This is an optimization exercise on Yosys and OpenROAD, whose aim is small area, not a production implementation.
Function was checked by simulation only, so behaviour that the tests miss may differ from the original.
Power is estimated from default activity; no workload was simulated.

==> design/flow/config.mk <==
export PLATFORM = sky130hd
export DESIGN_NAME = regfile_sb
export DESIGN_NICKNAME = regfile_sb
export VERILOG_FILES = /design/flow/design.v
export SDC_FILE = /design/flow/constraint.sdc
export NUM_CORES = 4
export LEC_CHECK = 0
export CAP_MARGIN = 20
export CORE_MARGIN = 2
export CORE_UTILIZATION = 40
export SLEW_MARGIN = 20
==> design/flow/constraint.sdc <==
create_clock -name core_clock -period 4.7 [get_ports {clk}]
set_input_delay 0.9400 -clock core_clock [delete_from_list [all_inputs] [get_ports {clk}]]
set_output_delay 0.9400 -clock core_clock [all_outputs]
set_load 0.01 [all_outputs]
==> design/flow/design.v <==
package rv_regfile_pkg;
  localparam int DEF_DATA_W = 32;
  localparam int DEF_DEPTH  = 32;
  localparam int REG_ZERO   = 0;
  function automatic int calc_aw(input int depth);
    if (depth < 2) calc_aw = 1;
    else calc_aw = $clog2(depth);
  endfunction
endpackage
module regfile_sb_pend
#(
  parameter int DEPTH = rv_regfile_pkg::DEF_DEPTH,
  parameter int AW    = rv_regfile_pkg::calc_aw(DEPTH)
) (
  input  logic             clk,
  input  logic             reset,
  input  logic             we,
  input  logic [AW-1:0]    wr_addr,
  input  logic             iss_valid,
  input  logic [AW-1:0]    iss_addr,
  output logic [DEPTH-1:0] pend,
  output logic [AW:0]      pend_cnt
);
  localparam int CW = AW + 1;
  logic             set_en, clr_en, inc, dec;
  logic [DEPTH-1:0] pend_nxt;
  logic [CW-1:0]    cnt_nxt;
  always_comb begin
    set_en   = iss_valid && (iss_addr != AW'(rv_regfile_pkg::REG_ZERO));
    clr_en   = we && (wr_addr != AW'(rv_regfile_pkg::REG_ZERO));
    pend_nxt = pend;
    if (clr_en) pend_nxt[wr_addr] = 1'b0;
    if (set_en) pend_nxt[iss_addr] = 1'b1;
    inc      = set_en && !pend[iss_addr];
    dec      = clr_en && pend[wr_addr] && !(set_en && (iss_addr == wr_addr));
    cnt_nxt  = pend_cnt + CW'(inc) - CW'(dec);
  end
  always_ff @(posedge clk) begin
    if (reset) begin
      pend     <= '0;
      pend_cnt <= '0;
    end else begin
      pend     <= pend_nxt;
      pend_cnt <= cnt_nxt;
    end
  end
endmodule
module regfile_sb
#(
  parameter  int DATA_W = rv_regfile_pkg::DEF_DATA_W,
  parameter  int DEPTH  = rv_regfile_pkg::DEF_DEPTH,
  parameter  int NUM_RD = 2,
  localparam int AW     = rv_regfile_pkg::calc_aw(DEPTH)
) (
  input  logic                     clk,
  input  logic                     reset,
  input  logic                     we,
  input  logic [AW-1:0]            wr_addr,
  input  logic [DATA_W-1:0]        wr_data,
  input  logic [NUM_RD*AW-1:0]     rd_addr,
  output logic [NUM_RD*DATA_W-1:0] rd_data,
  output logic [NUM_RD-1:0]        rd_busy,
  input  logic                     iss_valid,
  input  logic [AW-1:0]            iss_addr,
  output logic [AW:0]              pend_cnt,
  output logic                     all_clear
);
  logic [DEPTH-1:0][DATA_W-1:0] mem;
  logic [DEPTH-1:0]             pend;
  logic [AW:0]                  cnt_q;
  regfile_sb_pend #(.DEPTH(DEPTH), .AW(AW)) u_pend (
    .clk       (clk),
    .reset     (reset),
    .we        (we),
    .wr_addr   (wr_addr),
    .iss_valid (iss_valid),
    .iss_addr  (iss_addr),
    .pend      (pend),
    .pend_cnt  (cnt_q)
  );
  always_ff @(posedge clk) begin
    if (reset)
      mem <= '0;
    else if (we && (wr_addr != AW'(rv_regfile_pkg::REG_ZERO)))
      mem[wr_addr] <= wr_data;
  end
  assign pend_cnt  = reset ? '0 : cnt_q;
  assign all_clear = (pend_cnt == '0);
  for (genvar i = 0; i < NUM_RD; i++) begin : g_rd
    logic [AW-1:0]     a;
    logic [DATA_W-1:0] d;
    logic              b;
    assign a = rd_addr[i*AW +: AW];
    always_comb begin
      d = mem[a];
      b = pend[a];
      if (reset || (a == AW'(rv_regfile_pkg::REG_ZERO))) begin
        d = '0;
        b = 1'b0;
      end
    end
    assign rd_data[i*DATA_W +: DATA_W] = d;
    assign rd_busy[i]                  = b;
  end
endmodule
==> design/flow/run.sh <==
#!/bin/bash
# synth_recipe.tcl (not shown) runs the flow's synth.tcl, then flattens the netlist and writes it again
# the make line also repeats each setting of config.mk as NAME=value (left out here)
make -C /OpenROAD-flow-scripts/flow DESIGN_CONFIG=/design/flow/config.mk WORK_HOME=/design/flow/orfs CLKGATE_MAP_FILE= SYNTH_SCRIPT=/design/flow/synth_recipe.tcl finish
==> results.txt <==
- Of the available clock period, the critical path in the final layout requires 0.9579.
- The launch instance of the worst min-delay path is reset.
- For this run, the number of Yosys warnings is 2.
- The repair_antennas step left the layout with diodes totalling 0.
- The clock transition at the registers of the reported paths is 0.07 ns.
- The type of the setup path with the least slack is input pin to output pin.
- The number of cell rows is 135.
- The signal on the critical path passes through buf_8 -> buf_4 -> mux4_2 -> mux2i_1 -> o22a_1 -> o221ai_1 -> clkdlybuf4s50_1.
- The clock tree root driver cell is clkbuf_16.
- The die is 373.8 um wide.
- The final count of pins violating max slew is 0.
- Summed over all cells, the static leakage comes to 21.10 nW.
- The worst-case hold slack is 0.4308 ns.
- The CTS tree is built.
- Of the synthesized area, sequential elements account for 0.3887.
- The die area is 139700 um2.
- The internal power is 0.01528 W.
- Relative to the synthesized area, the layout overhead comes to 14.95%.
- The area fraction of the dominant cell type after synthesis is 0.3887.
- The worst setup path is launched from an input pin.
- The cell area that synthesis handed to floorplanning was 54700 um2.
- Before antenna repair, the detailed router went through 6 iterations.
- The tool flagged a number of max-cap violations equal to 0.
- The number of nets handed over by synthesis was 5921.
- The highest clock frequency the design can meet is 222.1 MHz.
- Once detailed placement completed, the half-perimeter wirelength came to 121200 um.
- The share of total power dissipated in combinational logic is 0.096.
- The post-synthesis area per instance is 9.347 um2.
- Post-CTS repair changed the size of 0 cells.
- The area of the core is 135600 um2.
- Sorting the synthesized cells by area gives the leading types as dfxtp_1, mux4_2, nand2_1.
- The count of filler cells inserted in the layout is 12520.
- After layout, the worst setup slack is 0.1978 ns.
- The cell count after synthesis came out at 5852.
- The origin of the worst setup path is rd_addr[5].
- The cell at the slowest stage of the critical path is clkdlybuf4s50_1.
- Yosys mapped a number of flops with a built-in enable equal to 0.
- For this design the ratio of total power to cell area is 325.6 nW/um2.
- The worst slew slack as a fraction of its limit is 0.2651.
- The worst-case IR drop observed on VDD is 313.6 uV.
- The worst setup slack for register-to-register paths is 1.55 ns.
- The total overflow reported by the global router is 0.
- Clock skew on the completed layout was measured at 0.005251 ns.
- The clock period minus final worst setup slack is 4.502 ns.
- For the pin with the worst max-slew slack, the measured transition is 1.102 ns.
- Summing all flip-flop and latch instances after layout gives 21260 um2.
- The area of combinational cells with multiple inputs is 31170 um2.
- The count of port buffers added during placement is 128.
- The worst min-delay path category is input pin to flip-flop.
- The design draws 0.02047 W.
- The launching point of the worst reg2reg path is u_pend.pend[4].
- The power dissipated by switching net loads is 0.005194 W.
- The DRC violation count after routing is 0.
- The relative contribution of the clock network to total power is 0.456.
- The run finished with no timing, DRC or antenna violations.
- The vertical die dimension is 373.8 um.
- Counting instances in the post-synthesis netlist gives the leading cell types as nand2_1, dfxtp_1, a21oi_1.
- The kind of end point of the critical path is an output pin.
- No sink is reached through more buffers than the 3 on the longest clock path.
- The number of antenna violations at the first check in global routing came to 1.
- Of all cell types, the one taking the most synthesized area is dfxtp_1.
- The I/O pin count is 129.
- Of the total power, the share spent switching nets is 0.2537.
- The share of power burned in registers is 0.448.
- The number of hold buffers added after CTS was 0.
- The post-place setup slack is 0.04311 ns.
- The distinct cell type count of the synthesized netlist is 69.
- The delay of the slowest cell on the worst path is 0.59 ns.
- The number of hold violations in the final report came to 0.
- The accumulated negative setup slack is 0 ns.
- The total wirelength of the detailed-routed design is 205300 um.
- Measured on the finished design, the core utilization comes to 0.4636.
- The number of design-rule violations left by the first detailed-router iteration is 5611.
- The number of nets in the layout is 5826.
- The data arrival time of the critical path is 3.56 ns.
- Detailed routing inserted a total of 46890 vias.
- The number of vias per cell is 6.142.
- Yosys instantiated no cell more often than nand2_1.
- The share of async-settable or async-resettable flops after synthesis is 0.
- The required time of the worst setup path is 3.76 ns.
- The total setup buffers inserted after CTS is 0.
- In this run the remaining antenna-violating nets after routing total 0.
- The first global-routing pass estimated 302400 um of wire.
- The maximum number of pins on one net before global-route repair is 191.
- The number of global-route vias before repair is 45240.
- The register bit total from synthesis is 1062.
- CTS saw 1062 sinks.
- In this run the worst path has a maximum fanout of 17.
- Setup violations remaining at the end of the flow were counted as 0.
- After detailed routing, the average wire length per cell comes to 26.90 um.
- For the worst-skew pair, the clock arrives at the later sink with an insertion delay of 0.71 ns.
- The number of CTS-inserted buffers is 112.
- The routability congestion estimate is 0.8423.
- In the synthesized netlist the dominant register cell turns out to be dfxtp_1.
- The effective utilization at floorplan is 0.4033.
- The CTS H-tree depth is 3.
- The global-route total usage across every layer is 0.2870.
- The share of layout cells above drive strength 1 is 0.1873.
- Setup repair after global routing left no endpoint under its margin.
==> sequential cells by signal (all words and copies together) (netlist names) <==
name and count:
mem 1024, u_pend.pend 32, u_pend.pend_cnt 6
==> layer usage <==
metal | track usage | wire (um) | vias up
li1 | - | - | 20500
met1 | 0.3838 | 80490 | 23220
met2 | 0.4383 | 91230 | 2635
met3 | 0.05638 | 21880 | 537
met4 | 0.1542 | 11720 | 0
met5 | 0 | 0 | -
==> power by group through the flow <==
stage / clock (W) / sequential, W / combinational (W)
after floorplan: 0 / 0.00934 / 0.00120
after global placement: 0 / 0.00936 / 0.00192
after detailed placement: 0 / 0.00937 / 0.00192
after CTS: 0.00940 / 0.00917 / 0.00193
after global routing: 0.00976 / 0.00918 / 0.00205
final: 0.00934 / 0.00917 / 0.00196
==> worst max-delay path, delay by kind of cell <==
family	cells	cell delay, ns
AOI/OAI and AO/OA	2	0.54
muxes	2	0.96
buffers and inverters	3	1.07
==> cells by family after synthesis <==
kind of cell / count (synthesis) / synth area share
simple gates: 2110 / 0.1509
buf+inv: 624 / 0.04730
xor+xnor: 15 / 0.002676
compound gates: 1120 / 0.1168
mux: 908 / 0.2906
flops: 1062 / 0.3887
fa+ha+maj: 13 / 0.003111
==> stage by stage <==
stage	instances	area [um2]
finish	7633	62880
global route	7633	62880
CTS	7632	62870
detailed placement	7423	59020
global placement	7422	59040
floorplan	5852	54700
==> placed cells by master, fill, tap and decap left out, types with 22 or more instances in the layout <==
master           Yosys  final
clkbuf_1           379     26
clkbuf_8             0     34
buf_12               0     80
clkinv_2             0     22
nor2_1             162    151
a21oi_1            907    907
buf_4               14    184
clkdlybuf4s50_1      0    109
nor2b_1             37     37
nand2_1           1817   1801
dfxtp_1           1062   1062
mux2i_1            363    363
a22oi_1             23     23
mux4_2             544    544
o221ai_1            66     66
o22a_1              66     66
clkbuf_16            0    116
==> path summary, 6_finish.rpt <==
check / end / cells after the start
worst max-delay path: rd_data[63] / 7
worst max register to register: u_pend.pend_cnt[4] / 16
worst min-delay path: mem[849] / 2
worst min register to register: mem[352] / 2
==> cell type report <==
type,count,share of cell area
inverters,21,0.001254
multi-input cells,4166,0.4958
clock buffers,176,0.05516
repair buffers,394,0.06810
well taps,1781,0.03544
clock inverters,33,0.006109
flip-flops and latches,1062,0.3381

port drivers added, routing unchanged:
Ports are ideal in the flow. The routed layout listed here was re-timed in OpenROAD. Step 1: set_driving_cell puts a clkbuf_16 on clk and a buf_2 on each other input, an assumption about the parent block. Step 2 times the ports against the registers' clock, not the clock port: input delays grow and output delays shrink by t, the midpoint of the rising clock arrivals with the driver on. a / b / c = ideal ports / drivers / drivers and shift; a / b = the first two.
t, ns: 0.793
setup WS [ns]: 0.198 / 0.125 / 0.045
worst hold slack (ns): 0.431 / 0.407 / 0.464
worst register clock-pin slew, ns: 0.07 / 0.07
worst data-port slew with drivers (ns): 0.09
After both steps this run still meets setup and hold. For this run, drivers alone change the setup slack by -0.073 ns; drivers and shift together by -0.153 ns.
